Source: an optimization exercise on an open RTL-to-GDS flow (aim: small area and a short achievable clock period). Production flows keep margins and buffers that such runs may drop. In this exercise RTL edits were held to simulation tests only and were not proved equivalent to the original. Power figures rest on the tool's default switching activity, not on a simulated workload.

===== run.sh =====
#!/bin/bash
# synth_recipe.tcl (not shown) runs the flow's synth.tcl, then flattens the netlist and writes it again
# the make line also repeats each setting of config.mk as NAME=value (left out here)
make -C /OpenROAD-flow-scripts/flow DESIGN_CONFIG=/design/flow/config.mk WORK_HOME=/design/flow/orfs CLKGATE_MAP_FILE= SYNTH_SCRIPT=/design/flow/synth_recipe.tcl finish

===== config.mk =====
export PLATFORM = sky130hd
export DESIGN_NAME = banked_mem_top
export DESIGN_NICKNAME = banked_mem_top
export VERILOG_FILES = /design/flow/design.v
export SDC_FILE = /design/flow/constraint.sdc
export NUM_CORES = 4
export LEC_CHECK = 0
export CAP_MARGIN = 20
export CELL_PAD_IN_SITES_DETAIL_PLACEMENT = 2
export CELL_PAD_IN_SITES_GLOBAL_PLACEMENT = 3
export CORE_MARGIN = 2
export CORE_UTILIZATION = 30
export PLACE_DENSITY = 0.35
export SLEW_MARGIN = 20

===== constraint.sdc =====
create_clock -name core_clock -period 6.0 [get_ports {clock}]
set_input_delay 1.2000 -clock core_clock [delete_from_list [all_inputs] [get_ports {clock}]]
set_output_delay 1.2000 -clock core_clock [all_outputs]
set_load 0.01 [all_outputs]

===== design.v =====
`default_nettype none
package bank_pkg;
  parameter int unsigned DEF_NUM_BANKS = 4;
  parameter int unsigned DEF_ROWS = 64;
  parameter int unsigned DEF_DATA_BITS = 32;
  parameter int unsigned DEF_LANES = 4;
  parameter int unsigned DEF_READ_LATENCY = 1;
  parameter int unsigned DEF_FORWARD = 1;
  function automatic int unsigned bank_bits(input int unsigned num_banks);
    bank_bits = $clog2(num_banks);
    if (bank_bits < 1) begin
      bank_bits = 1;
    end
  endfunction
  function automatic int unsigned addr_bits(input int unsigned num_banks,
                                            input int unsigned rows);
    addr_bits = $clog2(num_banks * rows);
    if (addr_bits < 1) begin
      addr_bits = 1;
    end
  endfunction
endpackage
`default_nettype wire
`timescale 1ns/1ps
`default_nettype none
module bank_ram_1r1w #(
  parameter int unsigned ROWS = bank_pkg::DEF_ROWS,
  parameter int unsigned DATA_BITS = bank_pkg::DEF_DATA_BITS,
  parameter int unsigned LANES = bank_pkg::DEF_LANES,
  parameter int unsigned READ_LATENCY = bank_pkg::DEF_READ_LATENCY,
  parameter int unsigned FORWARD = bank_pkg::DEF_FORWARD
) (
  input  logic                                     clock,
  input  logic                                     rd_enable,
  input  logic [bank_pkg::addr_bits(1, ROWS)-1:0]  rd_row,
  output logic [DATA_BITS-1:0]                     rd_data,
  input  logic [LANES-1:0]                         wr_mask,
  input  logic [bank_pkg::addr_bits(1, ROWS)-1:0]  wr_row,
  input  logic [DATA_BITS-1:0]                     wr_data
);
  localparam int unsigned ROW_W = bank_pkg::addr_bits(1, ROWS);
  localparam int unsigned LANE_BITS = DATA_BITS / LANES;
  logic [0:LANES-1][LANE_BITS-1:0] mem [ROWS];
  logic [0:LANES-1][LANE_BITS-1:0] wr_lanes;
  logic [0:LANES-1][LANE_BITS-1:0] stored_lanes;
  logic [0:LANES-1][LANE_BITS-1:0] rd_lanes;
  logic                            fwd_hit;
  assign wr_lanes = wr_data;
  always_ff @(posedge clock) begin
    for (int i = 0; i < LANES; i++) begin
      if (wr_mask[i]) begin
        mem[wr_row][i] <= wr_lanes[i];
      end
    end
  end
  assign stored_lanes = mem[rd_row];
  assign fwd_hit = (FORWARD != 0) && (wr_row == rd_row);
  always_comb begin
    rd_lanes = stored_lanes;
    for (int i = 0; i < LANES; i++) begin
      if (fwd_hit && wr_mask[i]) begin
        rd_lanes[i] = wr_lanes[i];
      end
    end
  end
  generate
    if (READ_LATENCY == 1) begin : g_reg_out
      always_ff @(posedge clock) begin
        if (rd_enable) begin
          rd_data <= rd_lanes;
        end
      end
    end else begin : g_comb_out
      assign rd_data = rd_lanes;
    end
  endgenerate
  if (DATA_BITS % LANES != 0) begin : g_bad_lanes
    $error("bank_ram_1r1w: DATA_BITS %0d not a multiple of LANES %0d", DATA_BITS, LANES);
  end
  if (READ_LATENCY > 1) begin : g_bad_latency
    $error("bank_ram_1r1w: READ_LATENCY must be 0 or 1, got %0d", READ_LATENCY);
  end
endmodule
`default_nettype wire
`timescale 1ns/1ps
`default_nettype none
module bank_req_decoder #(
  parameter int unsigned NUM_BANKS = bank_pkg::DEF_NUM_BANKS,
  parameter int unsigned ROWS = bank_pkg::DEF_ROWS,
  parameter int unsigned LANES = bank_pkg::DEF_LANES
) (
  input  logic                                             rd_enable,
  input  logic [bank_pkg::addr_bits(NUM_BANKS, ROWS)-1:0]  rd_addr,
  input  logic [LANES-1:0]                                 wr_mask,
  input  logic [bank_pkg::addr_bits(NUM_BANKS, ROWS)-1:0]  wr_addr,
  output logic [NUM_BANKS-1:0]                             bank_rd_enable,
  output logic [bank_pkg::addr_bits(1, ROWS)-1:0]          bank_rd_row,
  output logic [NUM_BANKS*LANES-1:0]                       bank_wr_mask,
  output logic [bank_pkg::addr_bits(1, ROWS)-1:0]          bank_wr_row,
  output logic [bank_pkg::bank_bits(NUM_BANKS)-1:0]        rd_bank
);
  localparam int unsigned BANK_W = bank_pkg::bank_bits(NUM_BANKS);
  localparam int unsigned ROW_W = bank_pkg::addr_bits(1, ROWS);
  localparam int unsigned ADDR_W = bank_pkg::addr_bits(NUM_BANKS, ROWS);
  localparam int unsigned WORDS = NUM_BANKS * ROWS;
  logic [BANK_W-1:0] wr_bank;
  assign rd_bank = BANK_W'(rd_addr);
  assign wr_bank = BANK_W'(wr_addr);
  assign bank_rd_row = ROW_W'(rd_addr >> BANK_W);
  assign bank_wr_row = ROW_W'(wr_addr >> BANK_W);
  always_comb begin
    bank_rd_enable = '0;
    bank_rd_enable[rd_bank] = rd_enable;
  end
  always_comb begin
    bank_wr_mask = '0;
    bank_wr_mask[wr_bank*LANES +: LANES] = wr_mask;
  end
  if (NUM_BANKS < 2 || (NUM_BANKS & (NUM_BANKS - 1)) != 0) begin : g_bad_banks
    $error("bank_req_decoder: NUM_BANKS %0d is not a power of two", NUM_BANKS);
  end
endmodule
`default_nettype wire
`timescale 1ns/1ps
`default_nettype none
module bank_read_collect #(
  parameter int unsigned NUM_BANKS = bank_pkg::DEF_NUM_BANKS,
  parameter int unsigned DATA_BITS = bank_pkg::DEF_DATA_BITS,
  parameter int unsigned READ_LATENCY = bank_pkg::DEF_READ_LATENCY
) (
  input  logic                                       clock,
  input  logic                                       rst,
  input  logic                                       rd_enable,
  input  logic [bank_pkg::bank_bits(NUM_BANKS)-1:0]  rd_bank,
  input  logic [NUM_BANKS*DATA_BITS-1:0]             bank_rd_data,
  output logic [DATA_BITS-1:0]                       rd_data,
  output logic                                       rd_valid
);
  localparam int unsigned BANK_W = bank_pkg::bank_bits(NUM_BANKS);
  logic [BANK_W-1:0] sel_bank;
  generate
    if (READ_LATENCY == 1) begin : g_pipe
      logic [BANK_W-1:0] bank_q;
      logic              valid_q;
      always_ff @(posedge clock) begin
        bank_q <= rd_bank;
      end
      always_ff @(posedge clock) begin
        if (rst) begin
          valid_q <= 1'b0;
        end else begin
          valid_q <= rd_enable;
        end
      end
      assign sel_bank = bank_q;
      assign rd_valid = valid_q;
    end else begin : g_direct
      assign sel_bank = rd_bank;
      assign rd_valid = rd_enable;
    end
  endgenerate
  assign rd_data = bank_rd_data[sel_bank*DATA_BITS +: DATA_BITS];
endmodule
`default_nettype wire
`timescale 1ns/1ps
`default_nettype none
module banked_mem_top #(
  parameter int unsigned NUM_BANKS = bank_pkg::DEF_NUM_BANKS,
  parameter int unsigned ROWS = bank_pkg::DEF_ROWS,
  parameter int unsigned DATA_BITS = bank_pkg::DEF_DATA_BITS,
  parameter int unsigned LANES = bank_pkg::DEF_LANES,
  parameter int unsigned READ_LATENCY = bank_pkg::DEF_READ_LATENCY,
  parameter int unsigned FORWARD = bank_pkg::DEF_FORWARD
) (
  input  logic                                             clock,
  input  logic                                             rst,
  input  logic                                             rd_enable,
  input  logic [bank_pkg::addr_bits(NUM_BANKS, ROWS)-1:0]  rd_addr,
  output logic [DATA_BITS-1:0]                             rd_data,
  output logic                                             rd_valid,
  input  logic [LANES-1:0]                                 wr_mask,
  input  logic [bank_pkg::addr_bits(NUM_BANKS, ROWS)-1:0]  wr_addr,
  input  logic [DATA_BITS-1:0]                             wr_data
);
  localparam int unsigned BANK_W = bank_pkg::bank_bits(NUM_BANKS);
  localparam int unsigned ROW_W = bank_pkg::addr_bits(1, ROWS);
  logic [NUM_BANKS-1:0]           bank_rd_enable;
  logic [ROW_W-1:0]               bank_rd_row;
  logic [NUM_BANKS*LANES-1:0]     bank_wr_mask;
  logic [ROW_W-1:0]               bank_wr_row;
  logic [BANK_W-1:0]              rd_bank;
  logic [NUM_BANKS*DATA_BITS-1:0] bank_rd_data;
  bank_req_decoder #(
    .NUM_BANKS (NUM_BANKS),
    .ROWS      (ROWS),
    .LANES     (LANES)
  ) u_decoder (
    .rd_enable      (rd_enable),
    .rd_addr        (rd_addr),
    .wr_mask        (wr_mask),
    .wr_addr        (wr_addr),
    .bank_rd_enable (bank_rd_enable),
    .bank_rd_row    (bank_rd_row),
    .bank_wr_mask   (bank_wr_mask),
    .bank_wr_row    (bank_wr_row),
    .rd_bank        (rd_bank)
  );
  for (genvar b = 0; b < NUM_BANKS; b++) begin : g_bank
    bank_ram_1r1w #(
      .ROWS         (ROWS),
      .DATA_BITS    (DATA_BITS),
      .LANES        (LANES),
      .READ_LATENCY (READ_LATENCY),
      .FORWARD      (FORWARD)
    ) u_bank (
      .clock     (clock),
      .rd_enable (bank_rd_enable[b]),
      .rd_row    (bank_rd_row),
      .rd_data   (bank_rd_data[b*DATA_BITS +: DATA_BITS]),
      .wr_mask   (bank_wr_mask[b*LANES +: LANES]),
      .wr_row    (bank_wr_row),
      .wr_data   (wr_data)
    );
  end
  bank_read_collect #(
    .NUM_BANKS    (NUM_BANKS),
    .DATA_BITS    (DATA_BITS),
    .READ_LATENCY (READ_LATENCY)
  ) u_collect (
    .clock        (clock),
    .rst          (rst),
    .rd_enable    (rd_enable),
    .rd_bank      (rd_bank),
    .bank_rd_data (bank_rd_data),
    .rd_data      (rd_data),
    .rd_valid     (rd_valid)
  );
endmodule
`default_nettype wire

==> summary.txt <==
cells by family after synthesis:
kind of cell / Yosys count
flip-flops: 8323
multiplexers: 2613
AND/OR/NAND/NOR: 2109
AO/OA/AOI/OAI: 1120
buffers and inverters: 974
XOR/XNOR: 6
adder cells (fa/ha/maj): 3
area by class of cell:
cell class	instances	share of cell area [%]
sequential	8323	65.6
multi-input combinational	5851	17.8
clock buffer	1185	6.70
tap	14400	4.72
timing repair buffer	1414	3.57
clock inverter	596	1.44
antenna	162	0.106
inverter	8	0.0105
placed cells by master, fill, tap and decap left out, types with 22 or more instances in the layout:
cell	Yosys	layout
nand2_1	548	462
mux2i_1	698	698
a31oi_1	63	63
inv_6	0	22
a21oi_1	132	132
o221ai_1	27	27
clkinv_1	0	234
a221oi_1	27	27
nor2_1	1133	1117
buf_12	20	189
clkbuf_16	0	987
mux4_2	1887	1887
o21ai_0	34	34
clkinvlp_4	0	42
buf_4	239	1125
clkinv_2	0	184
nor4_1	26	26
a211oi_1	35	35
nor3_1	53	36
nand2_4	0	68
nand3_1	190	190
and3_1	40	40
clkbuf_1	330	192
edfxtp_1	8320	8320
diode_2	0	162
clkdlybuf4s50_1	0	48
a22oi_1	360	360
bufinv_16	0	98
nand4_1	41	41
a32oi_1	87	87
o22ai_1	210	208
buf_8	27	36
a22o_1	41	41
power breakdown:
part | total, mW | switching [mW] | internal [mW]
Sequential | 64.2 | 0.0888 | 64.1
Combinational | 7.42 | 5.25 | 2.16
Clock | 58.9 | 24.8 | 34.1
critical path: stages, from the launching register on:
cell and delay [ns]:
dfxtp_4 0.68, buf_4 0.59, mux4_2 0.83, clkdlybuf4s50_1 0.59
how the worst max path moves through the flow:
stage	from	to	cells after the start
global placement	rd_addr[4]	g_bank[0].u_bank.rd_data[3]$_DFFE_PP_	9
CTS	u_collect.g_pipe.bank_q[0]$_DFF_P_	rd_data[11]	3
finish	u_collect.g_pipe.bank_q[0]$_DFF_P_	rd_data[11]	3
floorplan	rd_addr[0]	g_bank[0].u_bank.rd_data[0]$_DFFE_PP_	3
detailed placement	wr_addr[0]	g_bank[3].u_bank.mem[7][25]$_DFFE_PP_	9
global route	u_collect.g_pipe.bank_q[0]$_DFF_P_	rd_data[11]	3
through the flow:
step | util (%) | hold WS, ns
after CTS | 35.4 | 0.247
after detailed placement | 32.5 | 0.936
after global routing | 35.4 | 0.283
after floorplan | - | 0.818
final | 35.4 | 0.341
after global placement | 32.5 | 0.937
state kept, by name, summed over array words and instances, names as in the netlist:
register and count:
u_collect.g_pipe.bank_q 2, g_bank.u_bank.rd_data 128, g_bank.u_bank.mem 8192, u_collect.g_pipe.valid_q 1
layer usage:
| layer | part of all wire [%] | routed length [um] | global-route usage [%] |
|---|---|---|---|
| met5 | 0.0075 | 106 | 0 |
| met2 | 49 | 683000 | 42.5 |
| met3 | 4.8 | 67100 | 3.06 |
| met4 | 2.2 | 31400 | 5.57 |
| met1 | 44 | 623000 | 36.1 |
==> reports/results.ini <==
[cts]
cts-buffers-inserted = 961
post_cts_buffers = 0
insertion_delay_ns = 1.21
cts.sinks = 8323
cts_resized = 0
cts_max_level = 6
cts.root.buffer_cell = clkbuf_16
clk_pin_slew_ns = 0.06
cts.path.max_buffers = 5
cts_hold_buf = 0
cts_tree = yes

[sta]
tns_ns = 0
fmax_mhz = 191
hold_viol = 0
min_period_over_period_pct = 87.4
rsz0062_at_grt = false
worst_pin_slew_ns = 1.40
fin_worst_skew_ns = 0.0670
slew_headroom_pct = 6.57
finalMaxSlewViolations = 0
min_period_ns = 5.24
setup_viol = 0
fin_ws_ns = 0.757

[placed_design]
place_ws_ns = 0.495
dp_hpwl_um = 917000
gp_congestion = 0.801
place_inst = 30000
numPortBuffers = 87
placed_area_sq_um = 349000

[finish]
fin_cells = 31900
multi_input_area_sq_um = 67800
area_delta_synth_final_pct = 17.9
nNetsFinal = 16600
drive_above_1_share_pct = 27.7
stdcell_area_sq_um = 381000
seq_area_sq_um = 250000
fillers = 104000

[grt]
track_usage_pct = 25.5
grt_pass1_wl_um = 1840000
grt_max_degree = 153
grt_pass1_vias = 179000
antenna_found_initial = 244
grt-ovfl-total = 0

[logic_synthesis]
synth_xor_area_share_pct = 0.0163
avgSynthCellArea_sq_um = 21.3
synth_top_family_by_area = multiplexers
synth_edf_count = 8320
synthTopCellsByCount = edfxtp_1, mux4_2, nor2_1
synth-seq-cells = 8323
synth-compound-area-share_pct = 2.48
syn_inst = 15100
yosysTopAreaCellShare_pct = 77.4
synthArstFlopShare_pct = 0
synth-adder-area-share_pct = 0.0116
synth_simple_gate_area_share_pct = 2.71
ys_seq_area_share_pct = 77.4
synthesis.nets = 15200
synth_most_common_cell = edfxtp_1
netlist_area_sq_um = 323000
yosysUniqueCellTypes = 70
yosys.area.top_type = edfxtp_1
ys_warn_count = 3
ys.flop_type = edfxtp_1
muxShareOfSynthArea_pct = 15.5
ys_top_cells_by_area = edfxtp_1, mux4_2, mux2i_1

[detailed_routing]
dr.pass1.iters = 5
wl_per_cell_um = 44.0
drc_errors = 0
via_per_inst = 5.29
vias = 169000
ant_nets = 0
wl_um = 1400000
drtIter0Drc = 19400

[hold_path]
hold_path_depth = 1
min_from = wr_data[11]
min_to = g_bank[1].u_bank.mem[49][11]$_DFFE_PP_
hp-class = primary input to register

[job]
drv_cap = 0

[pwr]
vdd_ir_drop_max_v = 0.000338
finalPower_mw = 131
p_per_area_nw_per_um2 = 343
leakage_nw = 120

[worst_setup_path]
r2r.worst_path.cells = 6
cp.arrival_ns = 4.04
critical_path_class = register to primary output
startpoint_type = register
r2r-end = g_bank[3].u_bank.rd_data[12]$_DFFE_PP_
required_ns = 4.80
reg2reg_slack_ns = 3.19
timing.rr.start = g_bank[3].u_bank.mem[60][12]$_DFFE_PP_
critPathMaxFanout = 16
worst_setup_path_end_kind = primary output

[floorplan]
start_util_pct = 30.1
core_area_sq_um = 1070000
io_pins = 88
die_area_sq_um = 1080000
die_w_um = 1040
dieHeight_um = 1040
num_rows = 381

[outcome]
status = finished clean

## port drivers added, routing unchanged
The results above use ideal ports. As a check the final layout listed here was re-extracted and re-timed, cells and wires unchanged.
Step 1 (the two cells are an assumption about what drives the block):
set clk [get_ports {clock}]
set_driving_cell -lib_cell sky130_fd_sc_hd__clkbuf_16 $clk
set_driving_cell -lib_cell sky130_fd_sc_hd__buf_2 [delete_from_list [all_inputs] $clk]
Step 2 times the ports against the registers' clock, not the clock port: input delays grow and output delays shrink by t, the midpoint of the rising clock arrivals with the driver on.
a / b / c = no drivers / after step 1 / after step 2; a / b = the first two.
t (ns): 1.358
setup slack, ns: 0.757 / 0.576 / 0.307
hold slack, ns: 0.341 / 0.219 / 0.952
worst slew at a driven data input, ns: 0.79
pins driven straight from the clock port: 1
After both steps setup and hold are still met in this run. For this run, drivers alone change the setup slack by -0.181 ns; drivers and shift together by -0.450 ns.
